This is an optimization exercise on Yosys and OpenROAD, whose aim is small area, not a production implementation.
Only simulation tests tie the RTL to the original design; equivalence was not proved.
Power and IR drop assume default switching activity.

`design/flow/design.v`:
```
module axi_line_bridge #(
  parameter int LINE_WIDTH = 512
) (
  input  logic                  clk,
  input  logic                  rst,
  input  logic                  i_rreq,
  input  logic [31:0]           i_raddr,
  output logic                  i_rdone,
  output logic [LINE_WIDTH-1:0] i_rline,
  input  logic                  d_rreq,
  input  logic [31:0]           d_raddr,
  output logic                  d_rdone,
  output logic [LINE_WIDTH-1:0] d_rline,
  input  logic                  d_wreq,
  input  logic [31:0]           d_waddr,
  input  logic [LINE_WIDTH-1:0] d_wline,
  output logic                  d_wdone,
  output logic [31:0]           araddr,
  output logic [7:0]            arlen,
  output logic [2:0]            arsize,
  output logic [1:0]            arburst,
  output logic                  arvalid,
  input  logic                  arready,
  input  logic [31:0]           rdata,
  input  logic                  rlast,
  input  logic [1:0]            rresp,
  input  logic                  rvalid,
  output logic                  rready,
  output logic [31:0]           awaddr,
  output logic [7:0]            awlen,
  output logic [2:0]            awsize,
  output logic [1:0]            awburst,
  output logic                  awvalid,
  input  logic                  awready,
  output logic [31:0]           wdata,
  output logic [3:0]            wstrb,
  output logic                  wlast,
  output logic                  wvalid,
  input  logic                  wready,
  input  logic [1:0]            bresp,
  input  logic                  bvalid,
  output logic                  bready,
  output logic                  axi_err
);
  localparam int BEATS = LINE_WIDTH / 32;
  localparam int CW    = $clog2(BEATS);
  localparam int OFFS  = $clog2(LINE_WIDTH / 8);
  localparam logic [7:0]    LAST_BEAT = 8'(BEATS - 1);
  localparam logic [CW-1:0] CNT_LAST  = CW'(BEATS - 1);
  localparam logic [31:0]   ADDR_MASK = {{(32 - OFFS){1'b1}}, {OFFS{1'b0}}};
  localparam logic [2:0] S_IDLE = 3'd0;
  localparam logic [2:0] S_AR   = 3'd1;
  localparam logic [2:0] S_R    = 3'd2;
  localparam logic [2:0] S_AW   = 3'd3;
  localparam logic [2:0] S_W    = 3'd4;
  localparam logic [2:0] S_B    = 3'd5;
  logic [2:0]                 state;
  logic                       own_d;    
  logic [CW-1:0]              cnt;      
  logic                       err;
  logic [LINE_WIDTH-33:0]     rbuf;     
  logic r_hs, b_hs, r_err, b_err;
  assign r_hs  = (state == S_R) && rvalid;
  assign b_hs  = (state == S_B) && bvalid;
  assign r_err = r_hs && ((rresp != 2'b00) || (rlast && (cnt != CNT_LAST)));
  assign b_err = b_hs && (bresp != 2'b00);
  always_ff @(posedge clk or posedge rst) begin
    if (rst) begin
      state <= S_IDLE;
      own_d <= 1'b0;
      cnt   <= '0;
      err   <= 1'b0;
    end else begin
      if (r_err || b_err) err <= 1'b1;
      case (state)
        S_IDLE: begin
          cnt <= '0;
          if (d_wreq) begin
            state <= S_AW;
          end else if (d_rreq) begin
            own_d <= 1'b1;
            state <= S_AR;
          end else if (i_rreq) begin
            own_d <= 1'b0;
            state <= S_AR;
          end
        end
        S_AR: if (arready) state <= S_R;
        S_R: if (rvalid) begin
          cnt <= cnt + 1'b1;
          if (rlast) state <= S_IDLE;
        end
        S_AW: if (awready) state <= S_W;
        S_W: if (wready) begin
          cnt <= cnt + 1'b1;
          if (cnt == CNT_LAST) state <= S_B;
        end
        S_B: if (bvalid) state <= S_IDLE;
        default: state <= S_IDLE;
      endcase
    end
  end
  always_ff @(posedge clk) begin
    if (r_hs) rbuf <= {rdata, rbuf[LINE_WIDTH-33:32]};
  end
  assign araddr  = (own_d ? d_raddr : i_raddr) & ADDR_MASK;
  assign arlen   = LAST_BEAT;
  assign arsize  = 3'b010;
  assign arburst = 2'b01;
  assign arvalid = (state == S_AR);
  assign rready  = (state == S_R);
  assign awaddr  = d_waddr & ADDR_MASK;
  assign awlen   = LAST_BEAT;
  assign awsize  = 3'b010;
  assign awburst = 2'b01;
  assign awvalid = (state == S_AW);
  assign wdata   = d_wline[cnt*32 +: 32];
  assign wstrb   = 4'hF;
  assign wvalid  = (state == S_W);
  assign wlast   = (state == S_W) && (cnt == CNT_LAST);
  assign bready  = (state == S_B);
  assign i_rdone = r_hs && rlast && !own_d;
  assign d_rdone = r_hs && rlast &&  own_d;
  assign d_wdone = b_hs;
  assign i_rline = {rdata, rbuf};
  assign d_rline = {rdata, rbuf};
  assign axi_err = err || r_err || b_err;
endmodule
```
`design/flow/run.sh`:
```
#!/bin/bash
# synth_recipe.tcl (not shown) runs the flow's synth.tcl, then flattens the netlist and writes it again
# the make line also repeats each setting of config.mk as NAME=value (left out here)
make -C /OpenROAD-flow-scripts/flow DESIGN_CONFIG=/design/flow/config.mk WORK_HOME=/design/flow/orfs CLKGATE_MAP_FILE= SYNTH_SCRIPT=/design/flow/synth_recipe.tcl finish
```
`design/flow/config.mk`:
```
export PLATFORM = sky130hd
export DESIGN_NAME = axi_line_bridge
export DESIGN_NICKNAME = axi_line_bridge
export VERILOG_FILES = /design/flow/design.v
export SDC_FILE = /design/flow/constraint.sdc
export NUM_CORES = 4
export LEC_CHECK = 0
export CAP_MARGIN = 20
export CORE_AREA = 10 10 630 630
export DIE_AREA = 0 0 640 640
export PLACE_DENSITY = 0.3
export SLEW_MARGIN = 20
```
`design/flow/constraint.sdc`:
```
create_clock -name core_clock -period 5.0 [get_ports {clk}]
set_input_delay 1.0000 -clock core_clock [delete_from_list [all_inputs] [get_ports {clk}]]
set_output_delay 1.0000 -clock core_clock [all_outputs]
set_load 0.01 [all_outputs]
```
==> reports/metrics.cfg, run 1 <==
[routing]
wl_met3_mm=47.9
antenna_left=0
drtIter0Drc=1866
route.detailed.drc=0
wl_per_cell_um=40.1
wirelength_mm=318
wl_met2_mm=130
highest_layer=met5
wl_met1_mm=133
viasPerCell=2.53
dr_total_vias=20000
dr.pass1.iters=5

[pwr]
ir_worst_vdd_v=0.000224
cellLeakagePower_nw=14.2
power.density_mw_per_mm2=465

[placement]
post-place-ws_ns=0.549
io_buffers=1702
dpl.hpwl_mm=288
gp_congestion=0.896

[synth]
synth_top_area_cell=edfxtp_1
ys_seq_area_frac=0.607
synthTopCellsByArea=edfxtp_1 60%, buf_4 20%, mux4_2 6.0%
syn_area_per_cell_sq_um=15.0
ys_ff_latch=489
synth_top_cell_area_share=0.598
async_reset_ff_frac=0.0184
synthesis.area_sq_mm=0.0241
synth-edff-count=480
synth_ff_type=edfxtp_1
yosysWarnings=1
synth_cells=1604
ys_types=44

[grt]
grt_usage=0.147
grt_pass1_wl_mm=366
grt_pass1_vias=20300
grt_overflow=0
grt_antenna_before_repair=104
grt_max_degree=132

[final_layout]
area_growth_pct=90.3
fin_nets=3450
utilization=0.120
drive_gt1_frac=0.102

[floorplanning]
num_rows=227
core_area_sq_mm=0.383
die_w_um=640
io_pins=1815
dieArea_sq_mm=0.410
start_util=0.0630
die_h_um=640

[timing]
relSlewSlack=0.111
period_share=0.948
finalHoldViolCount=0
setup_tns_ns=0
worstMarginPinSlew_ns=1.31
max_freq_ghz=0.211
setup_viol=0
slew_violations=0
period_needed_ns=4.74
worst_slack_ns=0.261
finClkSkew_ns=0.0226
grt_setup_unrepaired=no
hold_slack_ns=0.476

[worst_setup_path]
arrival_ns=3.74
crit-reg2reg-launch=state[1]
startpoint=cnt[1]
critPathRequiredTime_ns=4.00
r2r.worst_path.cells=4
path_class=reg -> out
cp-end-kind=output port
crit_end=wdata[15]
r2r_setup_slack_ns=1.31
critPathLaunchType=flip-flop
cp_max_fo=29
timing.rr.end=rbuf[464]

[clock_network]
clkSinkCount=489
clk_path_buf_depth=3
cts_buffers=72
clk_pin_slew_ns=0.07
cts_setup_buffers=0
tritoncts=done
cts_hold_buf=0
clock_latency_ns=0.68
htreeDepth=3
cts.repair.resized=0
clock-root-buffer=clkbuf_16

[run_status]
status=complete, no violations

[worst_hold_path]
hp-class=reg -> reg
whs_path_depth=0

[job]
drv_cap=0

## power by group
part | internal [mW] | switching (mW)
Clock | 3.16 | 2.28
Sequential | 5.60 | 1.16
Combinational | 3.84 | 5.31
## cells in the mapped netlist (2+ instances only)
cell	count
a22oi_1	32
mux2_1	2
inv_1	4
a221oi_1	64
or3b_1	2
dfrtp_1	9
a21oi_2	2
nor2_1	10
mux2i_1	128
buf_2	10
or2b_1	2
nand2_1	37
buf_4	628
conb_1	2
and3_1	2
mux2_2	26
nand3_1	2
buf_6	7
clkbuf_1	28
a221o_1	2
and2_1	2
edfxtp_1	480
o21ai_0	32
mux4_2	64
nor3_1	5
nand4_1	2
a22o_1	3
## through the flow
stage | instances | area, sq um | total power [mW]
2_1_floorplan | 1644 | 24300 | 9.57
3_3_place_gp | 7755 | 43300 | 16.3
3_5_place_dp | 7758 | 43400 | 16.2
4_1_cts | 7889 | 45800 | 22.0
5_1_grt | 7891 | 45800 | 22.3
6_report | 7920 | 45900 | 21.3
## worst min-delay path by stage
stage                          from        end  slack, ns
final                      rbuf[41]    rbuf[9]       0.48
after global routing      rbuf[151]  rbuf[119]       0.49
after CTS                 rbuf[209]  rbuf[177]       0.48
after detailed placement  rbuf[151]  rbuf[119]       0.46
after global placement     rbuf[55]   rbuf[23]       0.47
after floorplan                 err        err       0.45
## cells by family after synthesis
group                      synth area share
adders and majority gates          0.000519
muxes                                 0.126
and+or+nand+nor                      0.0140
buffers and inverters                 0.206
DFF                                   0.607
AOI/OAI and AO/OA                    0.0451
xor gates and xnor gates           0.000727
other                              0.000312
## routing by layer
metal / vias to the layer above / global-route usage
met5: - / 0
met4: 56 / 0.0256
met3: 216 / 0.0969
met2: 1388 / 0.212
met1: 10600 / 0.184
li1: 7812 / -
## layout by cell type (no fill, tap or decap), types with 26 or more instances in the layout
master,count
a22oi_1,32
edfxtp_1,480
buf_12,30
conb_1,42
buf_4,40
nand2_1,37
diode_2,31
mux4_2,64
mux2i_1,123
mux2_2,26
a221oi_1,64
clkdlybuf4s50_1,1678
o21ai_0,32
clkbuf_16,74
## flip-flops by register name (all words and copies together) (netlist names)
name,flops
cnt,4
err,1
own_d,1
rbuf,480
state,3
## critical path: stages (launching register included)
cell      delay (ns)
dfrtp_4         0.51
and2_2          0.49
buf_12          0.30
buf_4           0.24
a221oi_1        0.78
buf_4           0.30
o21ai_0         0.10
nand2_1         0.14
buf_12          0.14
## cell type report
cell class	instances	area [sq um]
clock buffers	83	1890
flip-flops and latches	489	14600
well taps	5038	6300
fillers	43100	337000
clock inverters	48	543
diodes	31	77.6
repair buffers	1749	17700
multi-input cells	477	4690
inverters	5	18.8
==> run 2, diff against run 1 <==
==> design/flow/flow/run.sh (new file) <==
#!/bin/bash
# Standard layout, with the port buffers made of the smallest buffer cell.
set -euo pipefail
export BUFFER_PORTS_ARGS="-buffer_cell sky130_fd_sc_hd__buf_1"
bash standard.sh finish > flow_make.log 2>&1
==> design/flow/standard.sh (new file) <==
#!/bin/bash
# synth_recipe.tcl (not shown) runs the flow's synth.tcl, then flattens the netlist and writes it again
# the make line also repeats each setting of config.mk as NAME=value (left out here)
make -C /OpenROAD-flow-scripts/flow DESIGN_CONFIG=/design/flow/config.mk WORK_HOME=/design/flow/orfs CLKGATE_MAP_FILE= SYNTH_SCRIPT=/design/flow/synth_recipe.tcl "${@:-finish}"
removed: design/flow/run.sh
==> reports/metrics.cfg, run 2 <==
[run_status]
status=complete, no violations

[clock_network]
clock-root-buffer=clkbuf_16
clkSinkCount=489  ; unchanged
cts_buffers=76  ; +5.6%
clk_path_buf_depth=4  ; +1
clock_latency_ns=0.77  ; +0.09 ns
cts_hold_buf=0  ; unchanged
clk_pin_slew_ns=0.06  ; about the same
tritoncts=done
htreeDepth=3  ; unchanged

[synth]
synth_top_area_cell=edfxtp_1
ys_ff_latch=489  ; unchanged
yosysWarnings=1  ; unchanged
syn_area_per_cell_sq_um=15.0  ; unchanged
synth_ff_type=edfxtp_1
synth-edff-count=480  ; unchanged
ys_types=44  ; unchanged
ys_seq_area_frac=0.607  ; unchanged
async_reset_ff_frac=0.0184  ; unchanged
synth_cells=1604  ; unchanged
synthesis.area_sq_mm=0.0241  ; unchanged
synth_top_cell_area_share=0.598  ; unchanged
synthTopCellsByCount=628 x buf_4, 480 x edfxtp_1, 128 x mux2i_1, 64 x a221oi_1, 64 x mux4_2
synthTopCellsByArea=edfxtp_1 60%, buf_4 20%, mux4_2 6.0%
yosysMostFrequentCell=buf_4

[placement]
post-place-ws_ns=0.993  ; +0.445 ns
io_buffers=1702  ; unchanged
dp_cells=7753  ; -0.064%
dpl.hpwl_mm=285  ; -1.2%
gp_congestion=0.937  ; +4.6%

[grt]
grt_usage=0.144  ; -0.00290
grt_pass1_wl_mm=359  ; -1.9%
grt_max_degree=132  ; unchanged
grt_pass1_vias=20300  ; -0.049%
grt_overflow=0  ; unchanged
grt_antenna_before_repair=105  ; +0.96%

[routing]
wl_per_cell_um=39.5  ; -1.5%
wl_met2_mm=124  ; -4.8%
antenna_left=0  ; unchanged
highest_layer=met5
viasPerCell=2.59  ; +2.4%
wl_met3_mm=48.3  ; +0.78%
route.detailed.drc=0  ; unchanged
dr.pass1.iters=5  ; unchanged
dr_total_vias=20500  ; +2.2%
wirelength_mm=312  ; -1.7%
drtIter0Drc=2009  ; +7.7%
wl_met1_mm=131  ; -1.7%

[timing]
max_freq_ghz=0.204  ; -3.2%
finalHoldViolCount=0  ; unchanged
relSlewSlack=0.106  ; -0.00461
slew_violations=0  ; unchanged
worst_slack_ns=0.104  ; -0.157 ns
period_needed_ns=4.90  ; +0.157 ns
setup_viol=0  ; unchanged
grt_setup_unrepaired=no
finClkSkew_ns=0.0537  ; +0.0311 ns
setup_tns_ns=0  ; unchanged
worstMarginPinSlew_ns=1.31  ; +0.00678 ns
period_share=0.979  ; +0.0313

[worst_setup_path]
cp_max_fo=51  ; +76%
cp-end-kind=output port
timing.rr.end=rbuf[188]
arrival_ns=3.90  ; +0.16 ns
critPathLaunchType=flip-flop
r2r_setup_slack_ns=1.82  ; +0.51 ns
path_class=reg -> out
critPathRequiredTime_ns=4.00  ; about the same
r2r.worst_path.cells=5  ; +1
crit-reg2reg-launch=state[1]

[final_layout]
multi_input_area_sq_mm=0.00471  ; +0.48%
final_cell_mix=1690 x buf_1, 480 x edfxtp_1, 121 x mux2i_1, 77 x clkbuf_16, 64 x mux4_2
top_register=rbuf
area_growth_pct=45.2
drive_gt1_frac=0.0988  ; -0.00326
regArea_sq_mm=0.0146  ; unchanged
fin_nets=3449  ; -0.029%
instances_no_fill=7906  ; -0.18%
largest_reg_flops=480  ; unchanged
final_common_cell=buf_1
n_fill_cell=44300  ; +2.9%
reg_top3=rbuf x480, cnt x4, state x3

[floorplanning]
die_h_um=640  ; unchanged
start_util=0.0630  ; unchanged
core_area_sq_mm=0.383  ; unchanged
die_w_um=640  ; unchanged
io_pins=1815  ; unchanged
dieArea_sq_mm=0.410  ; unchanged
num_rows=227  ; unchanged

[pwr]
p_sw_frac=0.453  ; +0.0430
cellLeakagePower_nw=9.48  ; -33%
power.density_mw_per_mm2=544  ; +17%
p_int_mw=10.4  ; -17%
power.share.clock=0.285  ; +0.030
ir_worst_vdd_v=0.000269  ; +20%
pwr-share-seq=0.355  ; +0.038
p_comb_frac=0.359  ; -0.070
p_total_mw=19.1  ; -11%
p_sw_mw=8.63  ; -1.4%

[job]
drv_cap=0  ; unchanged

[worst_hold_path]
hp-class=in -> async

run 2: cell counts after synthesis:
Identical to the previous run, type by type.
run 2: worst max path at each step:
stage,from,slack (ns),cells past startpoint,endpoint
4_1_cts,cnt[1],0.13,7,wdata[15]
2_1_floorplan,rvalid,0.39,3,axi_err
5_1_grt,cnt[0],0.05,6,wdata[21]
6_report,cnt[0],0.10,6,wdata[21]
3_5_place_dp,cnt[1],0.99,7,wdata[15]
3_3_place_gp,cnt[1],0.98,7,wdata[15]
run 2: critical path, cell delays in order, from the launching register on:
cell      delay, ns
dfrtp_4        0.60
buf_12         0.35
mux2i_2        1.11
a221oi_1       0.35
o21ai_0        0.27
nand2_1        0.15
buf_1          0.21
run 2: what timing repair did:
action / CTS / global route
buffers inserted: 0 / 0
endpoints found under the setup margin: 0 / 1
resized for setup: 0 / 1
run 2: kinds of logic (layout without fill, tap and decap cells):
logic type      after synthesis  in the layout  share of synthesized area
flops                       489            489                      0.607
xor+xnor                      2              2                   0.000727
compound gates              141            141                     0.0451
simple gates                 71             71                     0.0140
other cells                   2             66                   0.000312
buf+inv                     678           1878                      0.206
fa+ha+maj                     1              1                   0.000519
mux                         220            220                      0.126
run 2: area by class of cell:
cell class	instances	share of cell area
Clock inverter	46	0.0129
Inverter	5	0.000536
Antenna cell	24	0.00172
Multi-Input combinational cell	477	0.135
Timing Repair Buffer	1744	0.196
Clock buffer	83	0.0557
Sequential cell	489	0.418
Tap cell	5038	0.180
run 2: routing by layer:
metal  vias to the layer above  GRT usage
met1                     10700      0.181
li1                       7795          -
met5                         -     0.0109
met3                       292     0.0968
met2                      1584      0.200
met4                        70     0.0329
run 2: stage by stage:
step                area [sq um]  hold WS, ns    util
floorplan                  24300        0.448       -
global placement           32500        0.466  0.0850
detailed placement         32500        0.462  0.0850
CTS                        34900        0.159  0.0913
global route               34900        0.227  0.0913
finish                     35000        0.244  0.0915
run 2: power groups by stage:
stage / Sequential (mW) / Clock, mW / Combinational (mW)
floorplan: 6.42 / 0 / 3.15
global placement: 6.85 / 0 / 7.06
detailed placement: 6.88 / 0 / 7.03
CTS: 6.80 / 5.76 / 7.04
global route: 6.87 / 5.86 / 7.25
finish: 6.77 / 5.44 / 6.85
==> run 3, diff against run 2 <==
--- a/design/flow/config.mk
+++ b/design/flow/config.mk
@@ -9,2 +9,3 @@
 export CORE_AREA = 10 10 630 630
+export CTS_BUF_LIST = sky130_fd_sc_hd__clkbuf_4 sky130_fd_sc_hd__clkbuf_8
 export DIE_AREA = 0 0 640 640
==> reports/metrics.cfg, run 3 <==
[run_status]
status=complete, no violations

[placement]
dpl.hpwl_mm=285  ; unchanged
gp_congestion=0.937  ; unchanged
io_buffers=1702  ; unchanged

[synth]
syn_area_per_cell_sq_um=15.0  ; unchanged
synth_top_area_cell=edfxtp_1
synth-edff-count=480  ; unchanged
ys_types=44  ; unchanged
synth_cells=1604  ; unchanged
ys_ff_latch=489  ; unchanged
synth_ff_type=edfxtp_1
ys_seq_area_frac=0.607  ; unchanged
yosysMostFrequentCell=buf_4
synthesis.area_sq_mm=0.0241  ; unchanged
yosysWarnings=1  ; unchanged
synthTopCellsByCount=628 x buf_4, 480 x edfxtp_1, 128 x mux2i_1, 64 x a221oi_1, 64 x mux4_2
async_reset_ff_frac=0.0184  ; unchanged
synth_top_cell_area_share=0.598  ; unchanged
synthTopCellsByArea=edfxtp_1 60%, buf_4 20%, mux4_2 6.0%

[timing]
setup_tns_ns=0  ; unchanged
finalHoldViolCount=0  ; unchanged
grt_setup_unrepaired=no
relSlewSlack=0.124  ; +0.0178
period_needed_ns=4.91  ; +0.0107 ns
slew_violations=0  ; unchanged
finClkSkew_ns=0.0563  ; +0.00267 ns
period_share=0.981  ; +0.00214
setup_viol=0  ; unchanged
max_freq_ghz=0.204  ; -0.22%
worstMarginPinSlew_ns=1.29  ; -0.0262 ns

[worst_setup_path]
critPathSlowestCell=mux2i_2
arrival_ns=3.91  ; about the same
cp_top_family=multiplexers
critPathLaunchType=flip-flop
cp_max_fo=51  ; unchanged
path_buf_inv=2  ; unchanged
crit-reg2reg-launch=state[1]
crit_chain=buf_12, mux2i_2, a221oi_1, a22oi_1, nand2_1, buf_1
path_class=reg -> out
critPathRequiredTime_ns=4.00  ; about the same
max_stage_delay_ns=1.09  ; -0.02 ns
cp-end-kind=output port
startpoint=cnt[0]

[clock_network]
tritoncts=done
clk_pin_slew_ns=0.06  ; about the same
clkSinkCount=489  ; unchanged
clock-root-buffer=clkbuf_8
clk_path_buf_depth=4  ; unchanged
htreeDepth=3  ; unchanged
cts_buffers=111  ; +46%
clock_latency_ns=0.92  ; +0.15 ns

[routing]
drtIter0Drc=1919  ; -4.5%
dr.pass1.iters=5  ; unchanged
wl_per_cell_um=39.1  ; -1.0%
wirelength_mm=313  ; +0.20%
viasPerCell=2.57  ; -0.80%
route.detailed.drc=0  ; unchanged
antenna_left=0  ; unchanged
dr_total_vias=20600  ; +0.44%

[grt]
grt_usage=0.145  ; +0.000270
gr-usage-met2=0.198  ; -0.00200
grt_overflow=0  ; unchanged
grt_use_met3=0.107  ; +0.0103
grtUsageMet1=0.175  ; -0.00664
grt-busiest-layer=met2
grt_pass1_wl_mm=360  ; +0.25%
grt_max_degree=132  ; unchanged
grt_antenna_before_repair=108  ; +2.9%
grt_pass1_vias=20700  ; +1.6%

[final_layout]
top_register=rbuf
largest_reg_flops=480  ; unchanged
area_growth_pct=45.9
n_fill_cell=44400  ; +0.077%
fin_nets=3485  ; +1.0%
reg_top3=rbuf x480, cnt x4, state x3
drive_gt1_frac=0.117  ; +0.0180
utilization=0.0919  ; +0.000445
final_common_cell=buf_1
final_cell_mix=1690 x buf_1, 480 x edfxtp_1, 121 x mux2i_1, 112 x clkbuf_8, 64 x mux4_2

[floorplanning]
core_area_sq_mm=0.383  ; unchanged
die_h_um=640  ; unchanged
dieArea_sq_mm=0.410  ; unchanged
die_w_um=640  ; unchanged
num_rows=227  ; unchanged
io_pins=1815  ; unchanged
start_util=0.0630  ; unchanged

[pwr]
cellLeakagePower_nw=9.60  ; +1.3%
power.density_mw_per_mm2=543  ; -0.18%
ir_worst_vdd_v=0.000173  ; -35%

[job]
drv_cap=0  ; unchanged

[worst_hold_path]
hp-start=rdata[31]
hp-class=in -> reg

run 3: cell families (layout without fill, tap and decap cells):
kind of cell / Yosys count / in the layout / share of synthesized area
buffers and inverters: 678 / 1946 / 0.206
AOI/OAI and AO/OA: 141 / 141 / 0.0451
and+or+nand+nor: 71 / 71 / 0.0140
other: 2 / 97 / 0.000312
DFF: 489 / 489 / 0.607
xor gates and xnor gates: 2 / 2 / 0.000727
muxes: 220 / 220 / 0.126
adders and majority gates: 1 / 1 / 0.000519
run 3: stage by stage:
step                power (mW)  cell area, sq um  setup WS [ns]  hold slack (ns)  instances
floorplan                 9.57             24300          0.387            0.448       1644
global placement          13.9             32500          0.977            0.466       7753
detailed placement        13.9             32500          0.993            0.462       7753
CTS                       19.6             35000          0.110            0.185       7950
global route              20.1             35100         0.0925            0.266       7972
finish                    19.1             35200         0.0933            0.339       8005
run 3: power by group:
group	internal, mW	leakage [nW]	switching [mW]
Clock	3.20	1.28	2.27
Combinational	1.65	3.83	5.21
Sequential	5.60	4.50	1.17
run 3: worst reg2reg max path, delay by kind of cell, from the launching register on:
| family | cells | cell delay [ns] |
|---|---|---|
| simple gates | 2 | 0.76 |
| buf+inv | 3 | 1.36 |
| flops | 1 | 0.68 |
run 3: final timing paths:
path | endpoint | slack [ns] | cells past startpoint
max | wdata[14] | 0.09 | 6
min | rbuf[479] | 0.34 | 1
max reg2reg | rbuf[17] | 1.79 | 5
min reg2reg | rbuf[11] | 0.47 | 0
max in group asynchronous | cnt[1] | 3.87 | 3
min in group asynchronous | state[0] | 0.73 | 3
run 3: layout make-up:
| type | count | area, sq um | area share |
|---|---|---|---|
| Clock inverter | 65 | 792 | 0.0225 |
| Sequential cell | 489 | 14600 | 0.416 |
| Timing Repair Buffer | 1745 | 6870 | 0.195 |
| Tap cell | 5038 | 6300 | 0.179 |
| Antenna cell | 55 | 138 | 0.00391 |
| Inverter | 5 | 18.8 | 0.000534 |
| Clock buffer | 131 | 1680 | 0.0479 |
| Multi-Input combinational cell | 477 | 4720 | 0.134 |
run 3: what timing repair did:
| item | 4_1_cts | 5_1_grt |
|---|---|---|
| setup buffers | 0 | 0 |
| hold buffers | 1 | 0 |
| resized for setup | 2 | 0 |
| setup endpoints to repair | 2 | 0 |
| hold endpoints to repair | 9 | 0 |
run 3: metal layers:
metal | vias to the layer above | share of wire
met1 | 10700 | 0.41
li1 | 7914 | -
met4 | 52 | 0.032
met5 | - | 0.0021
met3 | 307 | 0.16
met2 | 1619 | 0.39
==> run 4, diff against run 3 <==
--- a/design/flow/design.v
+++ b/design/flow/design.v
@@ -58,3 +58,3 @@
   logic                       own_d;    
-  logic [CW-1:0]              cnt;      
+  logic [BEATS-1:0]           beat;     
   logic                       err;
@@ -64,3 +64,3 @@
   assign b_hs  = (state == S_B) && bvalid;
-  assign r_err = r_hs && ((rresp != 2'b00) || (rlast && (cnt != CNT_LAST)));
+  assign r_err = r_hs && ((rresp != 2'b00) || (rlast && !beat[BEATS-1]));
   assign b_err = b_hs && (bresp != 2'b00);
@@ -70,3 +70,3 @@
       own_d <= 1'b0;
-      cnt   <= '0;
+      beat  <= BEATS'(1);
       err   <= 1'b0;
@@ -76,3 +76,3 @@
         S_IDLE: begin
-          cnt <= '0;
+          beat <= BEATS'(1);
           if (d_wreq) begin
@@ -89,3 +89,3 @@
         S_R: if (rvalid) begin
-          cnt <= cnt + 1'b1;
+          beat <= {beat[BEATS-2:0], beat[BEATS-1]};
           if (rlast) state <= S_IDLE;
@@ -94,4 +94,4 @@
         S_W: if (wready) begin
-          cnt <= cnt + 1'b1;
-          if (cnt == CNT_LAST) state <= S_B;
+          beat <= {beat[BEATS-2:0], beat[BEATS-1]};
+          if (beat[BEATS-1]) state <= S_B;
         end
@@ -116,6 +116,10 @@
   assign awvalid = (state == S_AW);
-  assign wdata   = d_wline[cnt*32 +: 32];
+  always_comb begin
+    wdata = '0;
+    for (int k = 0; k < BEATS; k++)
+      wdata = wdata | (d_wline[32*k +: 32] & {32{beat[k]}});
+  end
   assign wstrb   = 4'hF;
   assign wvalid  = (state == S_W);
-  assign wlast   = (state == S_W) && (cnt == CNT_LAST);
+  assign wlast   = (state == S_W) && beat[BEATS-1];
   assign bready  = (state == S_B);
==> design/flow/flow/run.sh (replaced) <==
#!/bin/bash
# Standard layout, with the port buffers made of the smallest buffer cell,
# clock tree synthesis without dummy balancing loads, and power (size)
# recovery after global routing.
set -euo pipefail
export BUFFER_PORTS_ARGS="-buffer_cell sky130_fd_sc_hd__buf_1"
export CTS_ARGS="-sink_clustering_enable -repair_clock_nets -dont_use_dummy_load -sink_clustering_size 22 -sink_clustering_max_diameter 120"
export RECOVER_POWER=100
bash standard.sh finish > flow_make.log 2>&1
==> design/flow/config.mk (replaced) <==
export PLATFORM = sky130hd
export DESIGN_NAME = axi_line_bridge
export DESIGN_NICKNAME = axi_line_bridge
export VERILOG_FILES = /design/flow/design.v
export SDC_FILE = /design/flow/constraint.sdc
export NUM_CORES = 4
export LEC_CHECK = 0
export CAP_MARGIN = 20
export CORE_AREA = 10 10 510 510
export DIE_AREA = 0 0 520 520
export PLACE_DENSITY = 0.4
export SLEW_MARGIN = 20
==> reports/metrics.cfg, run 4 <==
[run_status]
status=failed layout checks
so_faults=max-capacitance violations, max-slew violations

[final_layout]
final_common_cell=buf_1
largest_reg_flops=480  ; unchanged
top_register=rbuf
final_cell_mix=1343 x buf_1, 480 x edfxtp_1, 360 x clkbuf_1, 145 x a22o_1, 128 x a221oi_1
fin_nets=3350  ; -3.9%
reg_top3=rbuf x480, beat x16, state x3
n_fill_cell=28700  ; -35%
area_growth_pct=31.5
drive_gt1_frac=0.0434  ; -0.0733
instances_no_fill=6121  ; -24%

[timing]
finClkSkew_ns=0.100  ; +0.0441 ns
period_needed_ns=4.82  ; -0.0856 ns
slew_violations=465  ; +465
grt_setup_unrepaired=no
setup_tns_ns=0  ; unchanged
worstMarginPinSlew_ns=2.29  ; +1.00 ns
period_share=0.964  ; -0.0171
max_freq_ghz=0.207  ; +1.8%
finalHoldViolCount=0  ; unchanged
relSlewSlack=-0.528  ; -0.652
setup_viol=0  ; unchanged

[synth]
synth_cells=1562  ; -2.6%
synthMuxAreaShare=0.0141  ; -0.112
ys_types=39  ; -11%
synth_top_family_by_area=buffers and inverters
synth-compound-area-share=0.107  ; +0.0621
synth_top_cell_area_share=0.626  ; +0.0278
synth_fa_ha_area_frac=0  ; -0.000519
synthesis.area_sq_mm=0.0230  ; -4.4%
synthSimpleGateAreaFrac=0.0165  ; +0.00250
synth_ff_type=edfxtp_1
synth_xor_area_frac=0.000380  ; -0.000346
yosysMostFrequentCell=buf_4
async_reset_ff_frac=0.0419  ; +0.0235
synth_top_area_cell=edfxtp_1
ys_ff_latch=501  ; +2.5%
syn_area_per_cell_sq_um=14.7  ; -1.9%
synth-edff-count=480  ; unchanged
synthTopCellsByArea=edfxtp_1 63%, buf_4 20%, a22o_1 5.5%
ys_seq_area_frac=0.649  ; +0.0413
synthTopCellsByCount=615 x buf_4, 480 x edfxtp_1, 145 x a22o_1, 128 x a221oi_1, 60 x clkbuf_1
yosysWarnings=1  ; unchanged

[clock_network]
cts_hold_buf=0  ; -1
cts.repair.resized=0  ; -2
clkSinkCount=501  ; +2.5%
clk_pin_slew_ns=0.09  ; +0.03 ns
cts_setup_buffers=0  ; unchanged
tritoncts=done
clock-root-buffer=clkbuf_16
cts_buffers=35  ; -68%
htreeDepth=2  ; -1
clock_latency_ns=0.68  ; -0.24 ns
clk_path_buf_depth=3  ; -1

[worst_setup_path]
critPathLaunchType=flip-flop
cp-end-kind=output port
path_class=reg -> out
critPathSlowestCell=dfrtp_1
arrival_ns=3.82  ; -0.09 ns
cp_max_fo=24  ; -53%
critPathRequiredTime_ns=4.00  ; about the same
crit_chain=buf_4, a22o_1, a221oi_1, nand4_1, clkbuf_1
max_stage_delay_ns=1.44  ; +0.35 ns

[floorplanning]
start_util=0.0926  ; +0.0296
num_rows=183  ; -19%
die_w_um=520  ; -19%
dieArea_sq_mm=0.270  ; -34%
core_area_sq_mm=0.249  ; -35%
die_h_um=520  ; -19%
io_pins=1815  ; unchanged

[grt]
grt_antenna_before_repair=138  ; +28%
grt_overflow=0  ; unchanged
grt_pass1_wl_mm=321  ; -11%
grt_usage=0.191  ; +0.0468
grt_max_degree=156  ; +18%
grt_pass1_vias=20100  ; -2.6%

[routing]
viasPerCell=3.40  ; +32%
route.detailed.drc=0  ; unchanged
dr.pass1.iters=6  ; +1
drtIter0Drc=2890  ; +51%
antenna_left=0  ; unchanged
dr_total_vias=20800  ; +1.2%
wl_per_cell_um=45.0  ; +15%
wirelength_mm=276  ; -12%

[pwr]
p_sw_mw=7.41  ; -14%
ir_worst_vdd_v=0.000248  ; +43%
p_comb_frac=0.368  ; +0.009
p_sw_frac=0.476  ; +0.0227
cellLeakagePower_nw=8.36  ; -13%
power.share.clock=0.182  ; -0.105
pwr-share-seq=0.450  ; +0.096
p_int_mw=8.17  ; -22%
power.density_mw_per_mm2=514  ; -5.4%

[placement]
dpl.hpwl_mm=248  ; -13%
gp_congestion=1.04  ; +11%
dp_cells=5988  ; -23%
io_buffers=1702  ; unchanged

[job]
drv_cap=6  ; +6

[worst_hold_path]
hp-class=reg -> reg

run 4: changes by cell type after synthesis, sizes merged, moves of 3 or more:
| cell | change |
|---|---|
| nor3 | -3 |
| buf | -21 |
| nand4 | +30 |
| dfrtp | +11 |
| nand2 | -34 |
| mux2i | -127 |
| clkbuf | +32 |
| nor2 | -4 |
| o21ai | -31 |
| a22oi | -32 |
| mux4 | -64 |
| nor3b | +3 |
| a221oi | +64 |
| a22o | +142 |
run 4: layer usage:
metal  track usage  vias to the layer above  share of wire
met2         0.268                     1943           0.40
met1         0.234                    10900           0.41
met3         0.140                      211           0.16
met4        0.0395                       46          0.025
li1              -                     7656              -
met5             0                        -         0.0013
run 4: per-stage QoR:
step                utilization  hold WS, ns  area, sq um  setup slack (ns)  power [mW]
finish                    0.122        0.380        30300             0.179        15.6
global route              0.121        0.392        30100             0.248        16.2
CTS                       0.121        0.362        30100             0.511        16.0
detailed placement        0.118        0.456        29300              1.07        13.0
global placement          0.118        0.452        29300             0.977        13.0
floorplan                     -        0.428        23200            -0.962        9.15
run 4: final timing paths:
path / startpoint / to / slack, ns / cells after the start
worst max-delay path: beat[10] / wdata[12] / 0.18 / 5
worst min-delay path: rbuf[97] / rbuf[65] / 0.38 / 0
worst max register to register: state[1] / rbuf[396] / 0.49 / 4
worst min register to register: rbuf[97] / rbuf[65] / 0.38 / 0
max in group asynchronous: rst / beat[14] / 3.76 / 2
min in group asynchronous: rst / beat[10] / 0.59 / 2
run 4: logic make-up after synthesis:
group,after synthesis
xor+xnor,1
simple gates,61
other cells,2
flops,501
compound gates,281
buf+inv,687
mux,29
run 4: critical path: cells and delay by family (launching register included):
kind / cells / cell delay [ns]
flip-flops: 1 / 1.44
buffers and inverters: 2 / 1.05
AO/OA/AOI/OAI: 2 / 0.49
AND/OR/NAND/NOR: 1 / 0.19
run 4: cell type report:
cell class                 instances  area (sq um)  share of cell area
sequential                       501         15000               0.494
timing repair buffer            1740          6710               0.221
tap                             3330          4170               0.138
multi-input combinational        414          3330               0.110
clock buffer                      35           876              0.0289
antenna                           98           245             0.00809
inverter                           3          11.3            0.000372
run 4: power by group through the flow:
stage	Combinational [mW]	Sequential (mW)	Clock, mW
global route	6.02	7.09	3.13
detailed placement	5.90	7.10	0
finish	5.73	7.01	2.84
CTS	5.92	7.01	3.03
global placement	5.93	7.09	0
floorplan	2.57	6.57	0
==> run 5, diff against run 4 <==
==> design/flow/flow/run.sh (replaced) <==
#!/bin/bash
# Standard layout, with the port buffers made of the smallest buffer cell and
# clock tree synthesis without dummy balancing loads.
set -euo pipefail
export BUFFER_PORTS_ARGS="-buffer_cell sky130_fd_sc_hd__buf_1"
export CTS_ARGS="-sink_clustering_enable -repair_clock_nets -dont_use_dummy_load -sink_clustering_size 22 -sink_clustering_max_diameter 120"
bash standard.sh finish > flow_make.log 2>&1
==> reports/metrics.cfg, run 5 <==
[worst_setup_path]
r2r_setup_slack_ns=1.96  ; +1.47 ns
cp-end-kind=output port
critPathRequiredTime_ns=4.00  ; about the same
timing.rr.end=rbuf[396]
startpoint=beat[0]
critPathSlowestCell=a221oi_1
crit-reg2reg-launch=state[1]
max_stage_delay_ns=0.87  ; -0.57 ns
cp_max_fo=23  ; -4.2%
arrival_ns=3.55  ; -0.27 ns
path_buf_inv=2  ; unchanged
cp_top_family=compound AO/OA/AOI/OAI gates
r2r.worst_path.cells=4  ; unchanged
critical_path_cell_count=5  ; unchanged
crit_chain=buf_4, a22o_1, a221oi_1, nand4_1, buf_1
crit_end=wdata[15]
path_class=reg -> out
critPathLaunchType=flip-flop

[floorplanning]
core_area_sq_mm=0.249  ; unchanged
die_h_um=520  ; unchanged
die_w_um=520  ; unchanged
io_pins=1815  ; unchanged
dieArea_sq_mm=0.270  ; unchanged
start_util=0.0926  ; unchanged
num_rows=183  ; unchanged

[final_layout]
area_growth_pct=31.7
drive_gt1_frac=0.0486  ; +0.00520
fin_nets=3350  ; unchanged
largest_reg_flops=480  ; unchanged
final_cell_mix=1694 x buf_1, 480 x edfxtp_1, 145 x a22o_1, 128 x a221oi_1, 42 x conb_1
top_register=rbuf
final_common_cell=buf_1
reg_top3=rbuf x480, beat x16, state x3
final_cell_area_sq_mm=0.0303  ; +0.17%
regArea_sq_mm=0.0150  ; about the same
instances_no_fill=6105  ; -0.26%
n_fill_cell=28700  ; -0.0070%
multi_input_area_sq_mm=0.00335  ; +0.45%

[synth]
async_reset_ff_frac=0.0419  ; unchanged
yosysWarnings=1  ; unchanged
syn_area_per_cell_sq_um=14.7  ; unchanged
synth_top_area_cell=edfxtp_1
synth-edff-count=480  ; unchanged
ys_seq_area_frac=0.649  ; unchanged
synthTopCellsByArea=edfxtp_1 63%, buf_4 20%, a22o_1 5.5%
synth_top_cell_area_share=0.626  ; unchanged
yosysMostFrequentCell=buf_4
synth_ff_type=edfxtp_1
synthesis.area_sq_mm=0.0230  ; unchanged
synth_cells=1562  ; unchanged
ys_types=39  ; unchanged
ys_ff_latch=501  ; unchanged
synthTopCellsByCount=615 x buf_4, 480 x edfxtp_1, 145 x a22o_1, 128 x a221oi_1, 60 x clkbuf_1

[worst_hold_path]
hp-class=reg -> reg

[timing]
grt_setup_unrepaired=no
max_freq_ghz=0.220  ; +6.0%
worst_slack_ns=0.452  ; +0.273 ns
period_share=0.910  ; -0.0545
slew_violations=0  ; -100%
setup_viol=0  ; unchanged
hold_slack_ns=0.377  ; -0.00293 ns
finalHoldViolCount=0  ; unchanged
relSlewSlack=0.111  ; +0.639
worstMarginPinSlew_ns=1.34  ; -0.954 ns
period_needed_ns=4.55  ; -0.273 ns
finClkSkew_ns=0.104  ; +0.00376 ns

[pwr]
ir_worst_vdd_v=0.000251  ; +1.3%
cellLeakagePower_nw=8.40  ; +0.57%
p_sw_frac=0.476  ; +0.000742
power.share.clock=0.182  ; about the same
p_total_mw=15.6  ; +0.33%
pwr-share-seq=0.447  ; -0.003
power.density_mw_per_mm2=515  ; +0.17%
p_comb_frac=0.371  ; +0.003
p_sw_mw=7.44  ; +0.49%
p_int_mw=8.18  ; +0.19%

[routing]
dr_total_vias=20800  ; +0.024%
route.detailed.drc=0  ; unchanged
wl_met3_mm=44.9  ; -0.56%
highest_layer=met5
wl_met2_mm=111  ; +0.64%
wl_met1_mm=113  ; +0.30%
drtIter0Drc=2894  ; +0.14%
wirelength_mm=276  ; about the same
dr.pass1.iters=5  ; -1
viasPerCell=3.41  ; +0.29%
antenna_left=0  ; unchanged
wl_per_cell_um=45.1  ; +0.22%

[placement]
io_buffers=1702  ; unchanged
gp_congestion=1.04  ; unchanged
place_area_sq_mm=0.0293  ; unchanged
dp_cells=5988  ; unchanged
dpl.hpwl_mm=248  ; unchanged
post-place-ws_ns=1.07  ; unchanged

[clock_network]
cts.repair.resized=0  ; unchanged
cts_buffers=35  ; unchanged
htreeDepth=2  ; unchanged
clk_path_buf_depth=3  ; unchanged
clkSinkCount=501  ; unchanged
cts_setup_buffers=0  ; unchanged
tritoncts=done
clock-root-buffer=clkbuf_16
cts_hold_buf=0  ; unchanged
clock_latency_ns=0.69  ; about the same
clk_pin_slew_ns=0.08  ; about the same

[grt]
grt_usage=0.191  ; unchanged
grt_pass1_wl_mm=321  ; unchanged
grt_pass1_vias=20100  ; unchanged
grt_overflow=0  ; unchanged
grt_max_degree=156  ; unchanged
grt_antenna_before_repair=139  ; +0.72%

[run_status]
status=complete, no violations

[job]
drv_cap=0  ; -6

## run 5: cell counts after synthesis
Identical to the previous run, type by type.
## run 5: how the worst min path moves through the flow
stage / start / endpoint / slack (ns) / cells past startpoint
2_1_floorplan: err / err / 0.43 / 1
3_3_place_gp: err / err / 0.45 / 1
3_5_place_dp: err / err / 0.46 / 1
4_1_cts: rbuf[97] / rbuf[65] / 0.36 / 0
5_1_grt: rbuf[97] / rbuf[65] / 0.39 / 0
6_report: rbuf[97] / rbuf[65] / 0.38 / 0
## run 5: power by group through the flow
stage          registers (mW)  clock network [mW]  logic, mW
6_report                 6.98                2.85       5.80
5_1_grt                  7.06                3.13       6.07
4_1_cts                  7.01                3.03       5.92
3_5_place_dp             7.10                   0       5.90
3_3_place_gp             7.09                   0       5.93
2_1_floorplan            6.57                   0       2.57
## run 5: worst reg2reg max path: stages, from the launching register on
cell	delay, ns
dfrtp_1	0.68
nor3b_2	0.34
and2_4	0.31
buf_12	0.39
buf_12	0.59
## run 5: cells by family (layout without fill, tap and decap cells)
group / count (synthesis) / in the layout / synth area share
simple gates: 61 / 61 / 0.0165
flops: 501 / 501 / 0.649
compound gates: 281 / 281 / 0.107
mux: 29 / 29 / 0.0141
other cells: 2 / 124 / 0.000326
buf+inv: 687 / 1778 / 0.213
xor+xnor: 1 / 1 / 0.000380
## run 5: metrics by stage
step            util  TNS (ns)
5_1_grt        0.121         0
3_5_place_dp   0.118         0
6_report       0.122         0
4_1_cts        0.121         0
2_1_floorplan      -     -2.55
3_3_place_gp   0.118         0
## run 5: routing by layer
layer  track usage  up-vias
li1              -     7636
met1         0.234    10900
met2         0.268     1965
met3         0.140      210
met4        0.0395       44
met5             0        -
## run 5: final cells by class
type                       instances  share of cell area
inverter                           3            0.000371
clock buffer                      35              0.0289
antenna                           82             0.00676
timing repair buffer            1740               0.223
multi-input combinational        414               0.110
tap                             3330               0.137
sequential                       501               0.493
==> run 6, diff against run 5 <==
==> design/flow/flow/run.sh (replaced) <==
#!/bin/bash
# Standard layout, with the port buffers made of the smallest buffer cell and
# clock tree synthesis without dummy balancing loads.
set -euo pipefail
export BUFFER_PORTS_ARGS="-buffer_cell sky130_fd_sc_hd__buf_1"
export CTS_ARGS="-sink_clustering_enable -repair_clock_nets -dont_use_dummy_load -sink_clustering_size 30 -sink_clustering_max_diameter 80"
bash standard.sh finish > flow_make.log 2>&1
==> reports/metrics.cfg, run 6 <==
[worst_setup_path]
critPathRequiredTime_ns=4.00  ; about the same
arrival_ns=3.61  ; +0.06 ns
path_class=reg -> out
cp-end-kind=output port
cp_max_fo=23  ; unchanged
critPathLaunchType=flip-flop

[final_layout]
utilization=0.123  ; +0.00121
final_common_cell=buf_1
largest_reg_flops=480  ; unchanged
final_cell_mix=1694 x buf_1, 480 x edfxtp_1, 145 x a22o_1, 128 x a221oi_1, 47 x clkbuf_16
area_growth_pct=33.0
instances_no_fill=6117  ; +0.20%
reg_top3=rbuf x480, beat x16, state x3
regArea_sq_mm=0.0150  ; unchanged
top_register=rbuf
drive_gt1_frac=0.0529  ; +0.00422
final_cell_area_sq_mm=0.0306  ; +0.99%
n_fill_cell=28600  ; -0.13%
fin_nets=3362  ; +0.36%
multi_input_area_sq_mm=0.00335  ; unchanged

[timing]
period_needed_ns=4.61  ; +0.0589 ns
worstMarginPinSlew_ns=1.17  ; -0.173 ns
max_freq_ghz=0.217  ; -1.3%
worst_slack_ns=0.393  ; -0.0589 ns
finClkSkew_ns=0.0744  ; -0.0297 ns
grt_setup_unrepaired=no
slew_violations=0  ; unchanged
setup_viol=0  ; unchanged
period_share=0.921  ; +0.0118
finalHoldViolCount=0  ; unchanged
relSlewSlack=0.226  ; +0.115

[floorplanning]
num_rows=183  ; unchanged
io_pins=1815  ; unchanged
die_h_um=520  ; unchanged
dieArea_sq_mm=0.270  ; unchanged
start_util=0.0926  ; unchanged
core_area_sq_mm=0.249  ; unchanged
die_w_um=520  ; unchanged

[placement]
dp_cells=5988  ; unchanged
post-place-ws_ns=1.07  ; unchanged
io_buffers=1702  ; unchanged
place_area_sq_mm=0.0293  ; unchanged
dpl.hpwl_mm=248  ; unchanged
gp_congestion=1.04  ; unchanged

[clock_network]
clock-root-buffer=clkbuf_16
clk_pin_slew_ns=0.08  ; about the same
tritoncts=done
cts_setup_buffers=0  ; unchanged
clkSinkCount=501  ; unchanged
cts.repair.resized=0  ; unchanged
cts_hold_buf=0  ; unchanged
clock_latency_ns=0.71  ; +0.02 ns
htreeDepth=2  ; unchanged
clk_path_buf_depth=3  ; unchanged
cts_buffers=47  ; +34%

[grt]
grt_pass1_wl_mm=321  ; about the same
grt_pass1_vias=20200  ; +0.50%
grt_overflow=0  ; unchanged
grt_antenna_before_repair=140  ; +0.72%
grt_max_degree=156  ; unchanged
grt_usage=0.191  ; about the same

[synth]
synth_top_area_cell=edfxtp_1
synthTopCellsByArea=edfxtp_1 63%, buf_4 20%, a22o_1 5.5%
async_reset_ff_frac=0.0419  ; unchanged
synth_top_cell_area_share=0.626  ; unchanged
yosysWarnings=1  ; unchanged
synthesis.area_sq_mm=0.0230  ; unchanged
ys_seq_area_frac=0.649  ; unchanged
synth-edff-count=480  ; unchanged
ys_types=39  ; unchanged
synthTopCellsByCount=615 x buf_4, 480 x edfxtp_1, 145 x a22o_1, 128 x a221oi_1, 60 x clkbuf_1
ys_ff_latch=501  ; unchanged
synth_ff_type=edfxtp_1
yosysMostFrequentCell=buf_4
synth_cells=1562  ; unchanged
syn_area_per_cell_sq_um=14.7  ; unchanged

[pwr]
cellLeakagePower_nw=8.55  ; +1.8%
p_total_mw=16.1  ; +2.8%
ir_worst_vdd_v=0.000251  ; -0.12%
power.density_mw_per_mm2=524  ; +1.8%

[routing]
wl_per_cell_um=45.0  ; -0.24%
dr_total_vias=20600  ; -0.85%
viasPerCell=3.37  ; -1.0%
route.detailed.drc=0  ; unchanged
dr.pass1.iters=5  ; unchanged
drtIter0Drc=2701  ; -6.7%
antenna_left=0  ; unchanged
wirelength_mm=275  ; about the same

[job]
drv_cap=0  ; unchanged

[worst_hold_path]
hp-class=reg -> reg

[run_status]
status=complete, no violations

## run 6: cell counts after synthesis
Identical to the previous run, type by type.
## run 6: kinds of logic (layout without fill, tap and decap cells)
group	after synthesis	count (layout)	synth area share
buffers and inverters	687	1790	0.213
AO/OA/AOI/OAI	281	281	0.107
AND/OR/NAND/NOR	61	61	0.0165
XOR/XNOR	1	1	0.000380
multiplexers	29	29	0.0141
other	2	124	0.000326
flip-flops	501	501	0.649
## run 6: through the flow
step | setup TNS, ns | hold WS [ns]
3_5_place_dp | 0 | 0.456
4_1_cts | 0 | 0.385
2_1_floorplan | -2.55 | 0.428
5_1_grt | 0 | 0.409
3_3_place_gp | 0 | 0.452
6_report | 0 | 0.407
## run 6: final timing paths
path | startpoint | end | slack [ns] | cells after the start
worst max register to register | state[1] | rbuf[396] | 1.96 | 4
max in group asynchronous | rst | beat[15] | 3.81 | 2
worst min-delay path | rbuf[97] | rbuf[65] | 0.41 | 0
worst max-delay path | beat[0] | wdata[15] | 0.39 | 5
worst min register to register | rbuf[97] | rbuf[65] | 0.41 | 0
min in group asynchronous | rst | own_d | 0.53 | 2
## run 6: metal layers
metal  part of all wire  vias to the layer above  routed length (um)  global-route usage
met1               0.41                    10800              112000               0.233
li1                   -                     7652                   -                   -
met5             0.0011                        -                 315                   0
met4              0.023                       46                6400              0.0418
met2               0.40                     1883              111000               0.267
met3               0.17                      211               46500               0.141
## run 6: cell type report
type,instances,share of cell area
diodes,82,0.00670
inverters,3,0.000367
clock buffers,47,0.0384
flip-flops and latches,501,0.488
multi-input cells,414,0.109
repair buffers,1740,0.221
well taps,3330,0.136
## run 6: where the power goes
part           switching, mW  internal (mW)
combinational           4.53           1.24
sequential              1.28           5.71
clock                   1.68           1.64
total                   7.49           8.58
## run 6: worst max-delay path, stage by stage, from the launching register on
cell and delay, ns:
dfstp_2 0.65, buf_4 0.35, a22o_1 0.28, a221oi_1 0.91, nand4_1 0.28, buf_1 0.44
==> run 7, diff against run 6 <==
==> design/flow/flow/run.sh (replaced) <==
#!/bin/bash
# Standard layout, with the port buffers made of the smallest buffer cell.
set -euo pipefail
export BUFFER_PORTS_ARGS="-buffer_cell sky130_fd_sc_hd__buf_1"
bash standard.sh finish > flow_make.log 2>&1
--- a/design/flow/config.mk
+++ b/design/flow/config.mk
@@ -9,2 +9,4 @@
 export CORE_AREA = 10 10 510 510
+export CTS_CLUSTER_DIAMETER = 120
+export CTS_CLUSTER_SIZE = 22
 export DIE_AREA = 0 0 520 520
==> reports/metrics.cfg, run 7 <==
[worst_setup_path]
cp-end-kind=output port
arrival_ns=3.62  ; about the same
r2r_setup_slack_ns=1.93  ; -0.03 ns
cp_max_fo=23  ; unchanged
path_class=reg -> out
timing.rr.end=rbuf[396]
r2r.worst_path.cells=4  ; unchanged
critPathLaunchType=flip-flop
crit-reg2reg-launch=state[1]
critPathRequiredTime_ns=4.00  ; about the same

[clock_network]
cts_setup_buffers=0  ; unchanged
clk_pin_slew_ns=0.08  ; about the same
clock-root-buffer=clkbuf_16
cts_hold_buf=0  ; unchanged
tritoncts=done
clock_latency_ns=0.68  ; -0.03 ns
clk_path_buf_depth=3  ; unchanged
clkSinkCount=501  ; unchanged
cts.repair.resized=0  ; unchanged
htreeDepth=2  ; unchanged
cts_buffers=35  ; -26%

[timing]
setup_tns_ns=0  ; unchanged
hold_slack_ns=0.439  ; +0.0323 ns
grt_setup_unrepaired=no
worst_slack_ns=0.382  ; -0.0110 ns
relSlewSlack=0.183  ; -0.0435
setup_viol=0  ; unchanged
finalHoldViolCount=0  ; unchanged
period_needed_ns=4.62  ; +0.0110 ns
worstMarginPinSlew_ns=1.23  ; +0.0655 ns
slew_violations=0  ; unchanged
max_freq_ghz=0.217  ; -0.24%
period_share=0.924  ; +0.00219
finClkSkew_ns=0.0506  ; -0.0239 ns

[grt]
grt_pass1_vias=20200  ; -0.31%
grt_pass1_wl_mm=321  ; unchanged
grt_usage=0.191  ; about the same
grt_overflow=0  ; unchanged
grt_max_degree=156  ; unchanged
grt_antenna_before_repair=146  ; +4.3%

[routing]
viasPerCell=3.41  ; +1.1%
dr.pass1.iters=5  ; unchanged
drtIter0Drc=2937  ; +8.7%
wl_per_cell_um=45.0  ; -0.10%
route.detailed.drc=0  ; unchanged
dr_total_vias=20900  ; +1.2%
wirelength_mm=275  ; about the same
antenna_left=0  ; unchanged

[final_layout]
top_register=rbuf
fin_nets=3350  ; -0.36%
largest_reg_flops=480  ; unchanged
final_cell_mix=1694 x buf_1, 480 x edfxtp_1, 145 x a22o_1, 128 x a221oi_1, 42 x conb_1
final_common_cell=buf_1
reg_top3=rbuf x480, beat x16, state x3
final_cell_area_sq_mm=0.0306  ; about the same
area_growth_pct=32.9  ; about the same
drive_gt1_frac=0.0542  ; +0.00138

[pwr]
power.share.clock=0.204  ; -0.002
power.density_mw_per_mm2=524  ; -0.11%
p_int_mw=8.36  ; -2.6%
p_total_mw=16.0  ; -0.20%
cellLeakagePower_nw=8.53  ; -0.26%
p_sw_mw=7.68  ; +2.5%
pwr-share-seq=0.435  ; about the same
ir_worst_vdd_v=0.000251  ; about the same
p_sw_frac=0.479  ; +0.0126
p_comb_frac=0.361  ; +0.002

[synth]
ys_ff_latch=501  ; unchanged
synth_cells=1562  ; unchanged
synth-edff-count=480  ; unchanged
synthTopCellsByArea=edfxtp_1 63%, buf_4 20%, a22o_1 5.5%
synth_top_cell_area_share=0.626  ; unchanged
ys_types=39  ; unchanged
ys_seq_area_frac=0.649  ; unchanged
async_reset_ff_frac=0.0419  ; unchanged
yosysMostFrequentCell=buf_4
synth_top_area_cell=edfxtp_1
synthTopCellsByCount=615 x buf_4, 480 x edfxtp_1, 145 x a22o_1, 128 x a221oi_1, 60 x clkbuf_1
synth_ff_type=edfxtp_1
syn_area_per_cell_sq_um=14.7  ; unchanged
yosysWarnings=1  ; unchanged
synthesis.area_sq_mm=0.0230  ; unchanged

[run_status]
status=complete, no violations

[placement]
post-place-ws_ns=1.07  ; unchanged
gp_congestion=1.04  ; unchanged
place_area_sq_mm=0.0293  ; unchanged
io_buffers=1702  ; unchanged
dpl.hpwl_mm=248  ; unchanged

[worst_hold_path]
hold_end=rbuf[65]
hp-class=reg -> reg
hp-start=rbuf[97]
whs_path_depth=0  ; unchanged

[job]
drv_cap=0  ; unchanged

[floorplanning]
start_util=0.0926  ; unchanged
core_area_sq_mm=0.249  ; unchanged
io_pins=1815  ; unchanged
die_h_um=520  ; unchanged
die_w_um=520  ; unchanged
dieArea_sq_mm=0.270  ; unchanged
num_rows=183  ; unchanged

[run 7: cell counts after synthesis]
Identical to the previous run, type by type.
[run 7: through the flow]
step | cells | util
after global placement | 5988 | 0.118
final | 6123 | 0.123
after detailed placement | 5988 | 0.118
after floorplan | 1602 | -
after CTS | 6040 | 0.122
after global routing | 6047 | 0.122
[run 7: critical path, cell delays in order, from the launching register on]
cell	delay (ns)
dfstp_2	0.66
buf_4	0.36
a22o_1	0.28
a221oi_1	0.85
nand4_1	0.29
buf_1	0.46
[run 7: worst max path at each step]
stage / startpoint / to / slack, ns / cells after the start
2_1_floorplan: rvalid / axi_err / -0.96 / 3
3_3_place_gp: rlast / axi_err / 0.98 / 5
3_5_place_dp: d_wline[165] / wdata[5] / 1.07 / 5
4_1_cts: beat[1] / wdata[5] / 0.47 / 6
5_1_grt: beat[0] / wdata[15] / 0.43 / 5
6_report: beat[0] / wdata[15] / 0.38 / 5
[run 7: final cells by class]
class                   instances  area, sq um
diodes                         83          208
clock buffers                  36          880
clock inverters                16          265
fillers                     28600       218000
inverters                       3         11.3
multi-input cells             414         3350
flip-flops and latches        501        15000
well taps                    3330         4170
repair buffers               1740         6780
[run 7: cells by family after synthesis]
logic type	after synthesis	synth area share
buffers and inverters	687	0.213
flip-flops	501	0.649
AO/OA/AOI/OAI	281	0.107
AND/OR/NAND/NOR	61	0.0165
multiplexers	29	0.0141
other	2	0.000326
XOR/XNOR	1	0.000380
[run 7: power groups by stage]
| stage | Sequential (mW) | Clock [mW] | Combinational [mW] |
|---|---|---|---|
| floorplan | 6.57 | 0 | 2.57 |
| global placement | 7.09 | 0 | 5.93 |
| detailed placement | 7.10 | 0 | 5.90 |
| CTS | 7.01 | 3.45 | 5.92 |
| global route | 7.05 | 3.56 | 6.07 |
| finish | 6.98 | 3.27 | 5.79 |
[run 7: routing by layer]
layer  vias to the layer above  track usage  share of wire
met3                       208        0.141           0.16
met4                        48       0.0395          0.022
met5                         -            0         0.0012
met2                      1947        0.268           0.40
li1                       7665            -              -
met1                     11000        0.234           0.41
==> run 8, diff against run 7 <==
==> design/flow/flow/run.sh (replaced) <==
#!/bin/bash
# Standard synthesis, then the write-data select re-mapped (flow/remux.py),
# then the standard layout with the port buffers made of the smallest buffer
# cell and clock tree synthesis without dummy balancing loads.
set -euo pipefail
here=$(pwd)
export BUFFER_PORTS_ARGS="-buffer_cell sky130_fd_sc_hd__buf_1"
export SKIP_REPAIR_TIE_FANOUT=1
export CTS_ARGS="-sink_clustering_enable -repair_clock_nets -dont_use_dummy_load -sink_clustering_size 22 -sink_clustering_max_diameter 120"
bash standard.sh synth > flow_synth.log 2>&1
res=$here/orfs/results/$FLOW_PLATFORM/axi_line_bridge/base
cp $res/1_2_yosys.v $here/yosys_orig.v
python3 $here/flow/remux.py $here/yosys_orig.v $res/1_2_yosys.v > remux.log 2>&1
rm -f $res/1_synth.odb $res/1_synth.sdc
bash standard.sh finish > flow_make.log 2>&1
==> design/flow/flow/remux.py (new file) <==
#!/usr/bin/env python3
"""Re-map the write-data select of a Yosys netlist of axi_line_bridge.

wdata[k] is the OR over the sixteen beats j of d_wline[32*j+k] & beat[j].
Yosys/ABC map it with a22o/a221oi/nand4 cells; this rewrites each bit as
five a222oi (beats 0..14), a nand2 (beat 15), a nand4 and a nand3b, then
removes the cells that no longer drive anything. Registers are untouched.

usage: remux.py in.v out.v
"""
import re
import sys

src = open(sys.argv[1]).read()
m = re.search(r'\n(\s*)endmodule', src)
body_end = m.start()

inst_re = re.compile(r'^\s*(sky130_fd_sc_hd__\w+)\s+(\\\S+|\w+)\s*\((.*?)\);\s*$', re.S | re.M)
pin_re = re.compile(r'\.(\w+)\(\s*(.*?)\s*\)\s*(?:,|$)', re.S)
OUT_PINS = {'X', 'Y', 'Q', 'Q_N', 'HI', 'LO', 'COUT', 'SUM'}


def norm(n):
    n = n.strip()
    if n.startswith('\\'):
        n = n.split()[0] + ' '
    return n


cells = {}
order = []
for im in inst_re.finditer(src):
    typ, name, pins = im.group(1), im.group(2), im.group(3)
    conns = {p: norm(n) for p, n in pin_re.findall(pins)}
    cells[name] = dict(type=typ, conns=conns, span=im.span())
    order.append(name)

assert not re.search(r'^\s*assign\s', src, re.M), 'netlist has assigns'

driver = {}
loads = {}
for name, c in cells.items():
    for p, n in c['conns'].items():
        if p in OUT_PINS:
            driver[n] = name
        else:
            loads.setdefault(n, []).append(name)


def is_seq(typ):
    return re.search(r'__(e?df|sdf|dl)', typ) is not None


# Beat register outputs.
beat = {}
for name, c in cells.items():
    mm = re.match(r'\\beat\[(\d+)\]\$', name)
    if mm and is_seq(c['type']):
        beat[int(mm.group(1))] = c['conns']['Q']
assert sorted(beat) == list(range(16)), beat

new_cells = []
new_wires = []
removed = set()
for k in range(32):
    root = f'wdata[{k}]'
    # Cone of combinational cells behind wdata[k], down to ports and registers.
    cone = set()
    stack = [root]
    while stack:
        n = stack.pop()
        d = driver.get(n)
        if d is None or d in cone or is_seq(cells[d]['type']):
            continue
        cone.add(d)
        for p, nn in cells[d]['conns'].items():
            if p not in OUT_PINS:
                stack.append(nn)
    removed |= cone
    d = [f'd_wline[{32 * j + k}]' for j in range(16)]
    s = [beat[j] for j in range(16)]
    w = [f'remux_{k}_n{i}' for i in range(7)]
    new_wires += w
    for g in range(5):
        new_cells.append(('sky130_fd_sc_hd__a222oi_1', f'remux_{k}_a{g}', dict(
            A1=d[3 * g], A2=s[3 * g], B1=d[3 * g + 1], B2=s[3 * g + 1],
            C1=d[3 * g + 2], C2=s[3 * g + 2], Y=w[g])))
    new_cells.append(('sky130_fd_sc_hd__nand2_1', f'remux_{k}_b', dict(A=d[15], B=s[15], Y=w[5])))
    new_cells.append(('sky130_fd_sc_hd__nand4_1', f'remux_{k}_c', dict(A=w[0], B=w[1], C=w[2], D=w[3], Y=w[6])))
    new_cells.append(('sky130_fd_sc_hd__nand3b_1', f'remux_{k}_o', dict(A_N=w[6], B=w[4], C=w[5], Y=root)))

# The cone was found through every cell behind wdata; keep any cell that still
# drives something outside the removed set (shared logic), then drop dead cells.
def outputs(name):
    return [n for p, n in cells[name]['conns'].items() if p in OUT_PINS]


new_load_nets = set()
for typ, name, conns in new_cells:
    for p, n in conns.items():
        if p not in OUT_PINS:
            new_load_nets.add(n)
changed = True
while changed:
    changed = False
    for name in list(removed):
        for n in outputs(name):
            if n.startswith('wdata['):
                continue
            ext = [l for l in loads.get(n, []) if l not in removed]
            if ext or n in new_load_nets:
                removed.discard(name)
                changed = True
                break
# Cells kept outside the cone whose loads are now all removed are dead too.
changed = True
while changed:
    changed = False
    for name in order:
        if name in removed or is_seq(cells[name]['type']):
            continue
        outs = outputs(name)
        if not outs or any(not re.match(r'_\d+_$|\\?net', n) and not n.startswith('_') for n in outs):
            continue
        if all(all(l in removed for l in loads.get(n, [])) and n not in new_load_nets for n in outs):
            removed.add(name)
            changed = True

print(f'removed {len(removed)} cells, added {len(new_cells)}', file=sys.stderr)
out = []
pos = 0
for name in order:
    if name in removed:
        a, b = cells[name]['span']
        out.append(src[pos:a])
        pos = b
out.append(src[pos:body_end])
out.append('\n')
for wname in new_wires:
    out.append(f'  wire {wname};\n')
for typ, name, conns in new_cells:
    pins = ',\n'.join(f'    .{p}({n})' for p, n in conns.items())
    out.append(f'  {typ} {name} (\n{pins}\n  );\n')
out.append(src[body_end:])
open(sys.argv[2], 'w').write(''.join(out))
--- a/design/flow/config.mk
+++ b/design/flow/config.mk
@@ -9,4 +9,2 @@
 export CORE_AREA = 10 10 510 510
-export CTS_CLUSTER_DIAMETER = 120
-export CTS_CLUSTER_SIZE = 22
 export DIE_AREA = 0 0 520 520
==> reports/metrics.cfg, run 8 <==
[run_status]
status=complete, no violations

[final_layout]
utilization=0.120  ; -0.00321
regArea_sq_mm=0.0150  ; about the same
area_growth_pct=31.7
reg_top3=rbuf x480, beat x16, state x3
largest_reg_flops=480  ; unchanged
top_register=rbuf
drive_gt1_frac=0.0549  ; +0.000676
final_cell_mix=1681 x buf_1, 480 x edfxtp_1, 160 x a222oi_1, 48 x buf_4, 36 x clkbuf_16
multi_input_area_sq_mm=0.00293  ; -13%

[timing]
period_share=0.864  ; -0.0597
period_needed_ns=4.32  ; -0.298 ns
finalHoldViolCount=0  ; unchanged
setup_viol=0  ; unchanged
worst_slack_ns=0.680  ; +0.298 ns
worstMarginPinSlew_ns=1.01  ; -0.216 ns
finClkSkew_ns=0.0802  ; +0.0297 ns
relSlewSlack=0.323  ; +0.141
max_freq_ghz=0.231  ; +6.9%
slew_violations=0  ; unchanged

[grt]
grt_overflow=0  ; unchanged
grt_pass1_wl_mm=299  ; -7.0%
grt_antenna_before_repair=56  ; -62%
grt_usage=0.177  ; -0.0146
grtUsageMet1=0.197  ; -0.0371
grt_pass1_vias=19500  ; -3.1%
grt-busiest-layer=met2
grt_use_met3=0.105  ; -0.0359

[synth]
synthesis.area_sq_mm=0.0226  ; -1.7%
synth_cells=1501  ; -3.9%
syn_area_per_cell_sq_um=15.1  ; +2.3%
yosysWarnings=1  ; unchanged

[clock_network]
clk_pin_slew_ns=0.10  ; +0.02 ns
cts_setup_buffers=0  ; unchanged
clk_path_buf_depth=3  ; unchanged
tritoncts=done
htreeDepth=2  ; unchanged
cts_hold_buf=0  ; unchanged
clkSinkCount=501  ; unchanged
clock-root-buffer=clkbuf_16
cts.repair.resized=0  ; unchanged

[worst_setup_path]
path_class=reg -> out
critPathSlowestCell=dfstp_2
cp-end-kind=output port
crit_chain=buf_4, a222oi_1, nand4_1, nand3b_1, clkbuf_2
critPathRequiredTime_ns=4.00  ; about the same
arrival_ns=3.32  ; -0.30 ns
crit-reg2reg-launch=state[1]
crit_end=wdata[30]
startpoint=beat[0]
max_stage_delay_ns=1.13  ; +0.28 ns
cp_max_fo=25  ; +8.7%
r2r_setup_slack_ns=1.84  ; -0.09 ns

[routing]
route.detailed.drc=0  ; unchanged
antenna_left=0  ; unchanged
wl_per_cell_um=42.7  ; -5.1%
dr.pass1.iters=7  ; +2
wirelength_mm=255  ; -7.4%
dr_total_vias=19300  ; -7.5%
viasPerCell=3.23  ; -5.1%
drtIter0Drc=2900  ; -1.3%

[pwr]
ir_worst_vdd_v=0.000293  ; +17%
cellLeakagePower_nw=8.12  ; -4.8%
power.density_mw_per_mm2=528  ; +0.79%

[job]
drv_cap=0  ; unchanged

[floorplanning]
start_util=0.0911  ; -0.00156
dieArea_sq_mm=0.270  ; unchanged
die_w_um=520  ; unchanged
io_pins=1815  ; unchanged

[placement]
post-place-ws_ns=1.12  ; +0.0558 ns

[worst_hold_path]
hp-class=reg -> reg

==> run 8: area by class of cell <==
| type | count | share of cell area |
|---|---|---|
| Sequential cell | 501 | 0.502 |
| Timing Repair Buffer | 1740 | 0.228 |
| Tap cell | 3330 | 0.140 |
| Multi-Input combinational cell | 342 | 0.0982 |
| Clock buffer | 36 | 0.0302 |
| Antenna cell | 22 | 0.00185 |
| Inverter | 3 | 0.000378 |
==> run 8: worst min path at each step <==
stage	from	end	slack (ns)	cells past startpoint
final	rbuf[242]	rbuf[210]	0.46	0
after global routing	rbuf[242]	rbuf[210]	0.47	0
after CTS	rbuf[242]	rbuf[210]	0.47	0
after detailed placement	rbuf[242]	rbuf[210]	0.46	0
after global placement	err	err	0.45	1
after floorplan	err	err	0.43	1
==> run 8: routing by layer <==
metal / share of wire / up-vias / wire length, um
met5: 0.00018 / - / 46
met3: 0.14 / 107 / 36100
met2: 0.48 / 1600 / 121000
met1: 0.37 / 10100 / 94100
li1: - / 7469 / -
met4: 0.013 / 6 / 3440
==> run 8: metrics by stage <==
step                      instances  area (sq um)  TNS (ns)  hold WS, ns  total power, mW
after floorplan                1501         22700     -2.55        0.428             9.10
after global placement         5916         28900         0        0.451             13.4
after detailed placement       5916         28900         0        0.457             13.4
after CTS                      5952         29800         0        0.471             16.4
after global routing           5954         29800         0        0.474             16.5
final                          5974         29800         0        0.455             15.7
==> run 8: power by group <==
group          total, mW  internal, mW  switching [mW]
clock               2.85          1.28            1.58
sequential          6.84          5.69            1.15
combinational       6.05          1.27            4.78
==> run 8: worst max-delay path: cells and delay by family (launching register included) <==
family | cells | cell delay [ns]
AND/OR/NAND/NOR | 2 | 0.49
buffers and inverters | 2 | 0.86
flip-flops | 1 | 1.13
AO/OA/AOI/OAI | 1 | 0.13

Setup slack of run 8, layout unchanged: 0.680 ns with ideal ports, 0.604 ns with driving cells assumed (clock clkbuf_16, inputs buf_2), 1.110 ns with port delays also shifted by the 0.681 ns mid clock arrival.
